Background: an optimization exercise with open tools, aiming at small area, a short achievable clock period and few clock cycles per item. Do not read the settings as production practice.
RTL that was checked went through simulation tests only; none was proved equivalent to the original.

quartz:
## execute_top
module execute_top (
    input  logic        clk,
    input  logic        rst,
    input  logic        flush,
    input  logic        alu_issue,
    input  logic [6:0]  alu_op_code,
    input  logic [2:0]  alu_funct3,
    input  logic [6:0]  alu_funct7,
    input  logic [31:0] alu_imm,
    input  logic [31:0] alu_pc,
    input  logic [31:0] alu_rs1,
    input  logic [31:0] alu_rs2,
    input  logic [5:0]  alu_pd,
    input  logic [4:0]  alu_rd,
    input  logic [4:0]  alu_rob,
    input  logic        alu_pred_taken,
    input  logic [31:0] alu_btb_pc_next,
    input  logic        mul_issue,
    input  logic [2:0]  mul_funct3,
    input  logic [31:0] mul_rs1,
    input  logic [31:0] mul_rs2,
    input  logic [5:0]  mul_pd,
    input  logic [4:0]  mul_rd,
    input  logic [4:0]  mul_rob,
    input  logic [31:0] mul_pc,
    output logic        mul_ready,
    output logic        alu_wb_valid,
    output logic [31:0] alu_pv,
    output logic [5:0]  alu_wb_pd,
    output logic [4:0]  alu_wb_rd,
    output logic [31:0] alu_wb_pc,
    output logic [4:0]  alu_wb_rob,
    output logic [31:0] alu_pc_next,
    output logic        alu_update_pc_next,
    output logic        alu_branch_taken,
    output logic        mul_wb_valid,
    output logic [31:0] mul_pv,
    output logic [5:0]  mul_wb_pd,
    output logic [4:0]  mul_wb_rd,
    output logic [31:0] mul_wb_pc,
    output logic [4:0]  mul_wb_rob
);
Size: ~6300 cells after synthesis, roughly 510 I/O pins, about 51000 um2 of cells after synthesis.
clock: 10.0 ns
lec_check: 0
abc_area: 1
cap_margin: 20
core_margin: 2
core_utilization: 40
cts_buf_list: sky130_fd_sc_hd__clkbuf_8
cts_cluster_size: 25
slew_margin: 60
tns_end_percent: 30
standard.sh (not shown) runs the stock make flow with config.mk's settings and CLKGATE_MAP_FILE= SYNTH_SCRIPT=/design/flow/synth_recipe.tcl, a recipe that flattens the netlist after the stock synthesis.
==> flow/flow/run.sh <==
#!/bin/bash
set -o pipefail
export SETUP_SLACK_MARGIN=6
export BUFFER_PORTS_ARGS="-buffer_cell sky130_fd_sc_hd__buf_2"
bash standard.sh > standard.log 2>&1
Testbench counts of quartz, summed over its fixed seeds: cycles 536, muls 512.
Input-level comparison between amber and quartz:
- SLEW_MARGIN now 75, was 60
[summary]
- Via count of the first global-routing pass is higher on amber
- Taking quartz as the reference point, the required time of the worst setup path of amber rises by 0.08 ns.
- amber ends up with higher slack of the critical path than quartz does.
- Taking quartz as the reference, in amber clock buffer and inverter area fraction after layout saw little to no change; register area went up; fmax stayed essentially flat.
Input-level comparison between xenon and amber:
- a change of TNS_END_PERCENT from 30 to 10
- a change of SLEW_MARGIN from 75 to 60
### Flow results
Count of cell instances traversed by the critical path, amber and xenon, lower one = amber.
Delta (xenon minus amber): clock tree buffer count of the final layout rose by about 2.3%; critical-path maximum fanout increased 13; buffer and inverter count on the worst path decreased by 3 relative to the old numbers; count of antenna diodes in the layout picked up an extra 9; upper clock frequency limit shrank by 0.0045 GHz.
Met1 layer usage reported by global route: xenon vs amber down 1.8 points
## Diff of input files: violet against xenon
- a deleted TNS_END_PERCENT that had been 10
==> comparison <==
xenon → violet: maximum single-stage delay on the critical path has increased; arrival time at the worst endpoint has decreased; routed wire length went up; total global-route track usage has increased. Between violet and xenon, it is violet whose share of the cycle needed by the critical path after routing is lower, by 1.0 points. Comparing violet and xenon, the higher global routing usage on met2 is on violet. Post-route worst hold slack: violet > xenon. violet: setup slack of the most critical reg-to-reg path 0.13 ns above xenon.


## the reference run
Starting RTL as in the previous note.
// execute_top
module execute_top (
    input  logic        clk,
    input  logic        rst,
    input  logic        flush,
    input  logic        alu_issue,
    input  logic [6:0]  alu_op_code,
    input  logic [2:0]  alu_funct3,
    input  logic [6:0]  alu_funct7,
    input  logic [31:0] alu_imm,
    input  logic [31:0] alu_pc,
    input  logic [31:0] alu_rs1,
    input  logic [31:0] alu_rs2,
    input  logic [5:0]  alu_pd,
    input  logic [4:0]  alu_rd,
    input  logic [4:0]  alu_rob,
    input  logic        alu_pred_taken,
    input  logic [31:0] alu_btb_pc_next,
    input  logic        mul_issue,
    input  logic [2:0]  mul_funct3,
    input  logic [31:0] mul_rs1,
    input  logic [31:0] mul_rs2,
    input  logic [5:0]  mul_pd,
    input  logic [4:0]  mul_rd,
    input  logic [4:0]  mul_rob,
    input  logic [31:0] mul_pc,
    output logic        mul_ready,
    output logic        alu_wb_valid,
    output logic [31:0] alu_pv,
    output logic [5:0]  alu_wb_pd,
    output logic [4:0]  alu_wb_rd,
    output logic [31:0] alu_wb_pc,
    output logic [4:0]  alu_wb_rob,
    output logic [31:0] alu_pc_next,
    output logic        alu_update_pc_next,
    output logic        alu_branch_taken,
    output logic        mul_wb_valid,
    output logic [31:0] mul_pv,
    output logic [5:0]  mul_wb_pd,
    output logic [4:0]  mul_wb_rd,
    output logic [31:0] mul_wb_pc,
    output logic [4:0]  mul_wb_rob
);
export LEC_CHECK = 0
export ABC_AREA = 1
export CAP_MARGIN = 20
export CORE_MARGIN = 2
export CORE_UTILIZATION = 40
export CTS_BUF_LIST = sky130_fd_sc_hd__clkbuf_8
export CTS_CLUSTER_SIZE = 25
export SLEW_MARGIN = 60
export TNS_END_PERCENT = 30
create_clock -name core_clock -period 10.0 [get_ports {clk}]
==> flow/flow/run.sh <==
#!/bin/bash
set -o pipefail
export SETUP_SLACK_MARGIN=6.1
export BUFFER_PORTS_ARGS="-buffer_cell sky130_fd_sc_hd__buf_2"
bash standard.sh > standard.log 2>&1
Testbench counts of the reference run, summed over its fixed seeds: cycles 536, muls 512.
### the reference run -> the trial run
==> flow/flow/run.sh <==
#!/bin/bash
set -o pipefail
export SETUP_SLACK_MARGIN=6
export BUFFER_PORTS_ARGS="-buffer_cell sky130_fd_sc_hd__buf_2"
bash standard.sh > standard.log 2>&1
diff --git a/flow/config.mk b/flow/config.mk
--- a/flow/config.mk
+++ b/flow/config.mk
@@ -12,4 +12,5 @@
 export CTS_BUF_LIST = sky130_fd_sc_hd__clkbuf_8
 export CTS_CLUSTER_SIZE = 25
+export PLACE_DENSITY = 0.72
 export SLEW_MARGIN = 60
 export TNS_END_PERCENT = 30
==> comparison <==
- The trial run: biggest fanout along the worst timing path higher than the reference run
- On sequential standard cell area, the trial run tracks the reference run almost exactly.
- From the reference run to the trial run the numbers moved as follows: number of detailed-route iterations in the first pass climbed 2; summed area of non-filler cells in the final layout has decreased; worst setup slack -0.029 ns; count of clock buffers in the final design down 6.8%.


## job 2195
Another version of the RTL of execute_top (not shown whole).
For scale: ~6,100 cells after synthesis, ~45,000 um2 of cells after synthesis.
Settings: LEC_CHECK=0, ABC_AREA=1, CAP_MARGIN=20, CORE_MARGIN=2, CORE_UTILIZATION=40, SLEW_MARGIN=20; clock period 10.0 ns.
run.sh (not shown) runs the stock make flow with config.mk's settings and CLKGATE_MAP_FILE= SYNTH_SCRIPT=/design/flow/synth_recipe.tcl, a recipe that flattens the netlist after the stock synthesis.
Stock flow here: none of the scripts above is used.
Testbench counts of job 2195, summed over its fixed seeds: cycles 528, muls 512.
### job 2195 -> job 2948
Settings: ABC_AREA removed (was 1).
--- outcome ---
- Job 2948 and job 2195 all finish clean.
- Post-layout instance count excluding filler cells ended up about 11% higher on job 2948 than on job 2195.
- Job 2948 ended up with a lower count of antenna diodes in the layout than job 2195 did.
- Between job 2948 and job 2195, the difference in initial core utilization is negligible.
- End of the critical path = u_execute.u_booth_mul.pv2[20]: job 2195; end of the critical path = u_execute.u_booth_mul.pv2[30]: job 2948
- Per the comparison of job 2948 with job 2195, final wirelength rose about 13%, first-pass GRT wire length went up, sequential standard cell area went up 1.3%.


Another version of the RTL of execute_top (not shown whole).
Size: about 6400 cells after synthesis, about 51000 um2 of cells after synthesis.
clock: 10.0 ns
lec_check: 0
abc_area: 1
cap_margin: 20
core_margin: 2
core_utilization: 40
slew_margin: 60
standard.sh (not shown) runs the stock make flow with config.mk's settings and CLKGATE_MAP_FILE= SYNTH_SCRIPT=/design/flow/synth_recipe.tcl, a recipe that flattens the netlist after the stock synthesis.
==> flow/flow/run.sh <==
#!/bin/bash
set -o pipefail
export SETUP_SLACK_MARGIN=6
export BUFFER_PORTS_ARGS="-buffer_cell sky130_fd_sc_hd__buf_2"
bash standard.sh > standard.log 2>&1
The starting point produced a clean layout.
Then changed:
SLEW_MARGIN = 20   (was 60)
The changed run ran to the end with no violations.
Global-route usage is higher by 0.16 points.
Area after synthesis stays the same.
Final cell count is about the same.
Final area stays flat.
Clock skew is about the same.
Fmax is lower by 3.2%.
Function was not checked in any run of this note: the RTL went through the layout flow alone.


execute_top, a different RTL version from the one above (not shown whole).
Size in the first run: roughly 660 flip-flops.
clock: 10.0 ns
lec_check: 0
abc_area: 1
cap_margin: 20
core_margin: 2
core_utilization: 40
cts_buf_list: sky130_fd_sc_hd__clkbuf_8
cts_cluster_size: 25
slew_margin: 60
Scripts as last shown in full above: flow/flow/run.sh
Then changed:
- TNS_END_PERCENT: unset -> 30
Result:
- maximum frequency fell by 0.50%
- via count hardly moves
- die area is unchanged
- hold slack degrades by 0.022 ns
- global-route usage rose by 0.40 points
- design area hardly moves
- utilization barely changes
Then changed:
==> flow/flow/run.sh (replaced) <==
#!/bin/bash
set -o pipefail
export SETUP_SLACK_MARGIN=6.3
export BUFFER_PORTS_ARGS="-buffer_cell sky130_fd_sc_hd__buf_2"
bash standard.sh > standard.log 2>&1
- CTS_BUF_LIST: sky130_fd_sc_hd__clkbuf_8 -> unset
- CTS_CLUSTER_SIZE: 25 -> unset
- TNS_END_PERCENT: 30 -> unset
The changed run passed the timing, design-rule and antenna checks.
Wire length came out higher by a few percent.
Via count increases slightly.
Design area came out higher by a little under a tenth.
Count of clock-buffer cells in the layout shrinks by 38.
Hold slack improved by 0.032 ns.
Clock skew went down by 0.038 ns.
Synthesized cell count stays the same.
Worst setup slack improves by 0.090 ns.
Function was not checked in any run of this note: the RTL went through the layout flow alone.

## afterwards: timing with drivers on the ports
The results above use ideal ports. As a check the final layouts listed here were re-extracted and re-timed, cells and wires unchanged.
Step 1 (the two cells are an assumption about what drives the block):
set clk [get_ports {clk}]
set_driving_cell -lib_cell sky130_fd_sc_hd__clkbuf_16 $clk
set_driving_cell -lib_cell sky130_fd_sc_hd__buf_2 [delete_from_list [all_inputs] $clk]
Step 2 also shifts input and output timing later by t, the mid clock arrival at the registers, as if the neighbouring blocks saw the same clock.
Slacks: ideal / step 1 / step 2; pairs: ideal / step 1.
| run | t (ns) | setup WS [ns] | latest minus earliest clock arrival (ns) | worst data-port slew with drivers (ns) |
|---|---|---|---|---|
| quartz | 0.896 | 5.986 / 5.986 / 5.206 | 0.081 / 0.080 | 0.15 |
| amber | 0.901 | 5.997 / 5.990 / 5.089 | 0.101 / 0.101 | 0.14 |
| xenon | 0.937 | 5.923 / 5.925 / 4.988 | 0.123 / 0.124 | 0.12 |
| violet | 0.897 | 6.025 / 5.961 / 5.063 | 0.090 / 0.089 | 0.16 |
| the reference run | 0.905 | 6.004 / 6.025 / 5.152 | 0.112 / 0.112 | 0.15 |
| the trial run | 0.845 | 5.974 / 5.974 / 5.198 | 0.068 / 0.068 | 0.18 |
| job 2195 | 0.685 | 1.745 / 1.745 / 1.503 | 0.065 / 0.064 | 0.12 |
| job 2948 | 0.689 | 1.511 / 1.511 / 1.167 | 0.071 / 0.071 | 0.13 |
| the first run of note 4 | 0.770 | 6.013 / 6.013 / 5.267 | 0.075 / 0.075 | 0.17 |
| the second run of note 4 | 0.763 | 5.882 / 5.882 / 5.260 | 0.048 / 0.048 | 0.19 |
| the first run of note 5 | 0.910 | 6.033 / 6.065 / 5.176 | 0.092 / 0.092 | 0.13 |
| the second run of note 5 | 0.931 | 6.013 / 6.013 / 5.110 | 0.131 / 0.131 | 0.14 |
| the third run of note 5 | 0.759 | 6.103 / 6.121 / 5.362 | 0.052 / 0.052 | 0.21 |
After both steps every run listed still meets setup and hold. For violet, which loses most, drivers alone change the setup slack by -0.064 ns; drivers and shift together by -0.962 ns.
